What follows belongs to an exercise in optimizing a design on an open flow for small area, a short achievable clock period and few clock cycles; a production flow would make more cautious choices.
No activity file was given, so power comes from the tool's default toggle rates.

==> 01-09 <==
==> flow/design.v <==
package simpleton_pkg;
    localparam int DATA_W_DEFAULT = 8;
    localparam int OPC_W = 4;
    localparam logic [OPC_W-1:0] OPC_STA = 4'd1;
    localparam logic [OPC_W-1:0] OPC_LDA = 4'd2;
    localparam logic [OPC_W-1:0] OPC_ADD = 4'd3;
endpackage
`timescale 1ns/1ps
module simpleton_datapath (
    input  logic       ex,
    input  logic [1:0] code,
    input  logic [7:0] acc_in,
    input  logic [7:0] data,
    output logic [7:0] acc_out
);
    always_comb begin
        if (ex && code == 2'd2) begin
            acc_out = data;
        end else if (ex && code == 2'd3) begin
            acc_out = acc_in + data;
        end else begin
            acc_out = acc_in;
        end
    end
endmodule
`timescale 1ns/1ps
module simpleton_control (
    input  logic [3:0] opc,
    output logic [1:0] code
);
    assign code = (opc[3:2] == 2'b00) ? opc[1:0] : 2'b00;
endmodule
`timescale 1ns/1ps
module simpleton_memory (
    input  logic       clk,
    input  logic [5:0] f_grp,
    output logic [3:0] f_opc1,
    output logic [7:0] f_opnd1,
    output logic [3:0] f_opc2,
    output logic [7:0] f_opnd2,
    output logic [31:0] grp0,
    input  logic [7:0] d1_addr,
    output logic [7:0] d1_data,
    input  logic [7:0] d2_addr,
    output logic [7:0] d2_data,
    input  logic [7:0] w1_addr,
    input  logic       we1,
    input  logic       we2,
    input  logic [7:0] wdata
);
    logic [2047:0] mem;
    logic [255:0]  b_opc1;
    logic [511:0]  b_opnd1;
    logic [255:0]  b_opc2;
    logic [511:0]  b_opnd2;
    for (genvar i = 0; i < 256; i++) begin : g_word
        always_ff @(posedge clk) begin
            if ((we1 && w1_addr == i) || (we2 && d2_addr == i)) begin
                mem[8*i +: 8] <= wdata;
            end
        end
    end
    for (genvar k = 0; k < 64; k++) begin : g_bank
        assign b_opc1[4*k +: 4]  = mem[32*k + 4 +: 4];
        assign b_opnd1[8*k +: 8] = mem[32*k + 8 +: 8];
        assign b_opc2[4*k +: 4]  = mem[32*k + 20 +: 4];
        assign b_opnd2[8*k +: 8] = mem[32*k + 24 +: 8];
    end
    assign f_opc1  = b_opc1[4*f_grp +: 4];
    assign f_opnd1 = b_opnd1[8*f_grp +: 8];
    assign f_opc2  = b_opc2[4*f_grp +: 4];
    assign f_opnd2 = b_opnd2[8*f_grp +: 8];
    assign grp0 = mem[31:0];
    assign d1_data = mem[8*d1_addr +: 8];
    assign d2_data = mem[8*d2_addr +: 8];
endmodule
`timescale 1ns/1ps
module simpleton_top #(
    parameter int DATA_W = simpleton_pkg::DATA_W_DEFAULT
) (
    input  logic              clk,
    input  logic              rst,
    input  logic              run,
    input  logic              load_we,
    input  logic [DATA_W-1:0] load_addr,
    input  logic [DATA_W-1:0] load_wdata,
    output logic [DATA_W-1:0] load_rdata,
    output logic [DATA_W-1:0] acc,
    output logic [DATA_W-1:0] pc,
    output logic              halted
);
    logic       started;
    logic       halted_q;
    logic [5:0] grp;
    logic [5:0] grp_f;
    logic       s1_done;
    logic       ev;
    logic [1:0] code1;
    logic [7:0] a1;
    logic [1:0] code2;
    logic [7:0] a2;
    logic [3:0]  f_opc1;
    logic [7:0]  f_opnd1;
    logic [3:0]  f_opc2;
    logic [7:0]  f_opnd2;
    logic [31:0] grp0;
    logic [31:0] grp0_fw;
    logic [1:0]  f_code1;
    logic [1:0]  f_code2;
    logic [1:0]  g_code1;
    logic [1:0]  g_code2;
    logic       running;
    logic       start_try;
    logic       p2_pre;
    logic       pre_ok;
    logic [7:0] d1_pre;
    logic [7:0] d1;
    logic [7:0] d2_addr;
    logic [7:0] w1_addr;
    logic       start;
    logic       xq;
    logic       x;
    logic       sel1;
    logic       act1;
    logic       ex1;
    logic       act2;
    logic       ex2;
    logic       h1;
    logic       h2;
    logic       sta1;
    logic       sta2;
    logic       cut;
    logic       hz;
    logic       halt_set;
    logic [7:0] d1_addr;
    logic [7:0] d1_data;
    logic [7:0] d2_data;
    logic [7:0] acc1;
    logic [7:0] acc2;
    logic       we1;
    logic       we2;
    logic [7:0] wdata;
    simpleton_memory i_memory (
        .clk     (clk),
        .f_grp   (grp_f),
        .f_opc1  (f_opc1),
        .f_opnd1 (f_opnd1),
        .f_opc2  (f_opc2),
        .f_opnd2 (f_opnd2),
        .grp0    (grp0),
        .d1_addr (d1_addr),
        .d1_data (d1_data),
        .w1_addr (w1_addr),
        .d2_addr (d2_addr),
        .d2_data (d2_data),
        .we1     (we1),
        .we2     (we2),
        .wdata   (wdata)
    );
    for (genvar w = 0; w < 4; w++) begin : g_fw
        assign grp0_fw[8*w +: 8] = (load_we && load_addr == w) ? load_wdata : grp0[8*w +: 8];
    end
    simpleton_control i_dec_f1 (.opc(f_opc1), .code(f_code1));
    simpleton_control i_dec_f2 (.opc(f_opc2), .code(f_code2));
    simpleton_control i_dec_g1 (.opc(grp0_fw[7:4]), .code(g_code1));
    simpleton_control i_dec_g2 (.opc(grp0_fw[23:20]), .code(g_code2));
    assign running = started && !halted_q;
    assign start_try = !started && run && !rst;
    assign start     = start_try && !load_we && pre_ok;
    assign p2_pre    = !running && !start_try;
    assign d2_addr   = p2_pre ? a1 : a2;
    assign d1        = started ? d1_data : d1_pre;
    assign xq      = ev && (running || start);
    assign x       = xq && !rst;
    assign h1   = (code1 == 2'd0);
    assign h2   = (code2 == 2'd0);
    assign sta1 = (code1 == 2'd1);
    assign sta2 = (code2 == 2'd1);
    assign sel1    = running && ev && !s1_done && !h1;
    assign d1_addr = sel1 ? a1 : load_addr;
    assign w1_addr = ex1 ? a1 : load_addr;
    assign cut = sta1 && ((a1[7:1] == {grp, 1'b1}) || (!h2 && !sta2 && a1 == a2));
    assign act1 = x && !s1_done;
    assign ex1  = act1 && !h1;
    assign act2 = x && (s1_done || (ex1 && !cut));
    assign ex2  = act2 && !h2;
    assign halt_set = (act1 && h1) || (act2 && h2);
    simpleton_datapath i_dp1 (.ex(ex1), .code(code1), .acc_in(acc),  .data(d1),      .acc_out(acc1));
    simpleton_datapath i_dp2 (.ex(ex2), .code(code2), .acc_in(acc1), .data(d2_data), .acc_out(acc2));
    assign we1   = (ex1 && sta1) || load_we;
    assign we2   = ex2 && sta2;
    assign wdata = load_we ? load_wdata : (sta2 ? acc1 : acc);
    assign hz = (we1 && a1[7:2] == grp_f) || (we2 && a2[7:2] == grp_f);
    always_ff @(posedge clk) begin
        d1_pre <= d2_data;
        pre_ok <= p2_pre && !(load_we && (load_addr == 8'd1 || load_addr == a1));
    end
    always_ff @(posedge clk) begin
        if (rst || !(running || start)) begin
            ev    <= 1'b1;
            code1 <= g_code1;
            a1    <= grp0_fw[15:8];
            code2 <= g_code2;
            a2    <= grp0_fw[31:24];
            if (rst) begin
                started  <= 1'b0;
                halted_q <= 1'b0;
                acc      <= '0;
            end else if (run) begin
                started  <= 1'b1;
            end
            if (rst || !started) begin
                grp     <= '0;
                grp_f   <= 6'd1;
                s1_done <= 1'b0;
            end
        end else begin
            started <= 1'b1;
            acc     <= acc2;
            if (!ev) begin
                ev    <= 1'b1;
                grp_f <= grp_f + 6'd1;
                code1 <= f_code1;
                a1    <= f_opnd1;
                code2 <= f_code2;
                a2    <= f_opnd2;
            end else if (halt_set) begin
                halted_q <= 1'b1;
                if (act2) begin
                    s1_done <= 1'b1;
                end
            end else if (ex1 && cut) begin
                s1_done <= 1'b1;
                ev      <= 1'b0;
                grp_f   <= grp;
            end else if (ex2) begin
                grp     <= grp_f;
                s1_done <= 1'b0;
                if (hz) begin
                    ev <= 1'b0;
                end else begin
                    grp_f <= grp_f + 6'd1;
                    code1 <= f_code1;
                    a1    <= f_opnd1;
                    code2 <= f_code2;
                    a2    <= f_opnd2;
                end
            end
        end
    end
    assign halted = halted_q || (running && ev && (s1_done ? h2 : h1));
    assign load_rdata = d1_data;
    assign pc = {grp, s1_done, started};
endmodule
==> flow/run.sh <==
#!/bin/bash
# synth_recipe.tcl (not shown) runs the flow's synth.tcl, then flattens the netlist and writes it again
# the make line also repeats each setting of config.mk as NAME=value (left out here)
make -C /OpenROAD-flow-scripts/flow DESIGN_CONFIG=/design/flow/config.mk WORK_HOME=/design/flow/orfs CLKGATE_MAP_FILE= SYNTH_SCRIPT=/design/flow/synth_recipe.tcl finish
==> flow/config.mk <==
export PLATFORM = sky130hd
export DESIGN_NAME = simpleton_top
export DESIGN_NICKNAME = simpleton_top
export VERILOG_FILES = /design/flow/design.v
export SDC_FILE = /design/flow/constraint.sdc
export NUM_CORES = 4
export LEC_CHECK = 0
export ABC_AREA = 1
export CAP_MARGIN = 20
export CELL_PAD_IN_SITES_GLOBAL_PLACEMENT = 2
export CORE_MARGIN = 2
export CORE_UTILIZATION = 30
export PLACE_DENSITY = 0.45
export SLEW_MARGIN = 20
==> flow/constraint.sdc <==
create_clock -name core_clock -period 9.0 [get_ports {clk}]
set_input_delay 1.8000 -clock core_clock [delete_from_list [all_inputs] [get_ports {clk}]]
set_output_delay 1.8000 -clock core_clock [all_outputs]
set_load 0.01 [all_outputs]
==> inputs of 06-18, as changes to 01-09 <==
--- a/flow/config.mk
+++ b/flow/config.mk
@@ -5,7 +5,6 @@
 export SDC_FILE = /design/flow/constraint.sdc
 export NUM_CORES = 4
 export LEC_CHECK = 0
-export ABC_AREA = 1
 export CAP_MARGIN = 20
 export CELL_PAD_IN_SITES_GLOBAL_PLACEMENT = 2
 export CORE_MARGIN = 2
==> qor summary <==
Compound-Gate Fraction of Synth Area: 01-09 20.6%; 06-18 9.41%
Number of clock buffers inserted by TritonCTS: 01-09 280; 06-18 268
Final-layout fill cell count: 01-09 38800; 06-18 37500
Clock Power: 01-09 11.5 mW; 06-18 11.1 mW
Outcome: 01-09 finished clean; 06-18 finished clean
Number of buffers other than clock buffers in the final layout: 01-09 1001; 06-18 1338
Power after layout: 01-09 31.1 mW; 06-18 31.1 mW
Die outline area: 01-09 387000 um^2; 06-18 397000 um^2
Fraction of power consumed by the clock network: 01-09 37.0%; 06-18 35.6%
Xor/xnor cell area share of the yosys netlist: 01-09 0.153%; 06-18 0.343%
Global-route met2 utilization: 01-09 55.3%; 06-18 57.5%
Worst-case reg-to-reg path depth: 01-09 40; 06-18 33
Placed Cells: 01-09 17300; 06-18 15000
Horizontal die dimension: 01-09 622 um; 06-18 630 um
Total area of multi-input combinational cells: 01-09 44300 um^2; 06-18 51100 um^2
Final non-filler cell area: 01-09 135000 um^2; 06-18 142000 um^2
Ant diodes: 01-09 35; 06-18 131
Maximum fanout count along the critical path: 01-09 20; 06-18 35
Maximum VDD drop: 01-09 152 uV; 06-18 139 uV
Vias in the first global route: 01-09 105000; 06-18 94800
Max stage delay on crit path: 01-09 0.95 ns; 06-18 0.75 ns
Top cell type's share of synthesized area: 01-09 54.7%; 06-18 53.4%
Hold Slack: 01-09 0.711 ns; 06-18 0.685 ns
Critical Path AT: 01-09 6.90 ns; 06-18 7.08 ns
Worst Setup EP: 01-09 load_rdata[5]; 06-18 load_rdata[2]
GRT Total Usage: 01-09 37.9%; 06-18 40.4%
Average cell area after synthesis: 01-09 9.26 um^2; 06-18 12.5 um^2
Function was not checked in any run of this note: the RTL went through the layout flow alone.

## afterwards: timing with drivers on the ports
The results above use ideal ports. As a check the final layouts listed here were re-extracted and re-timed, cells and wires unchanged. Step 1 assumes that a clkbuf_16 drives the clock port and a buf_2 every other input. Step 2 also shifts input and output timing later by t, the mid clock arrival at the registers, as if the neighbouring blocks saw the same clock. Three values: no drivers, after step 1, after step 2; two values: the first two.
run | t (ns) | setup WS [ns] | worst setup path at the end | pins driven straight from the clock port
01-09 | 1.052 | 0.302 / 0.189 / -0.290 | input to register | 1
06-18 | 1.052 | 0.121 / 0.017 / -0.691 | input to register | 1
With both steps, setup timing fails in 01-09 and 06-18, where it was met with ideal ports. For 06-18, which loses most, drivers alone change the setup slack by -0.104 ns; drivers and shift together by -0.812 ns.
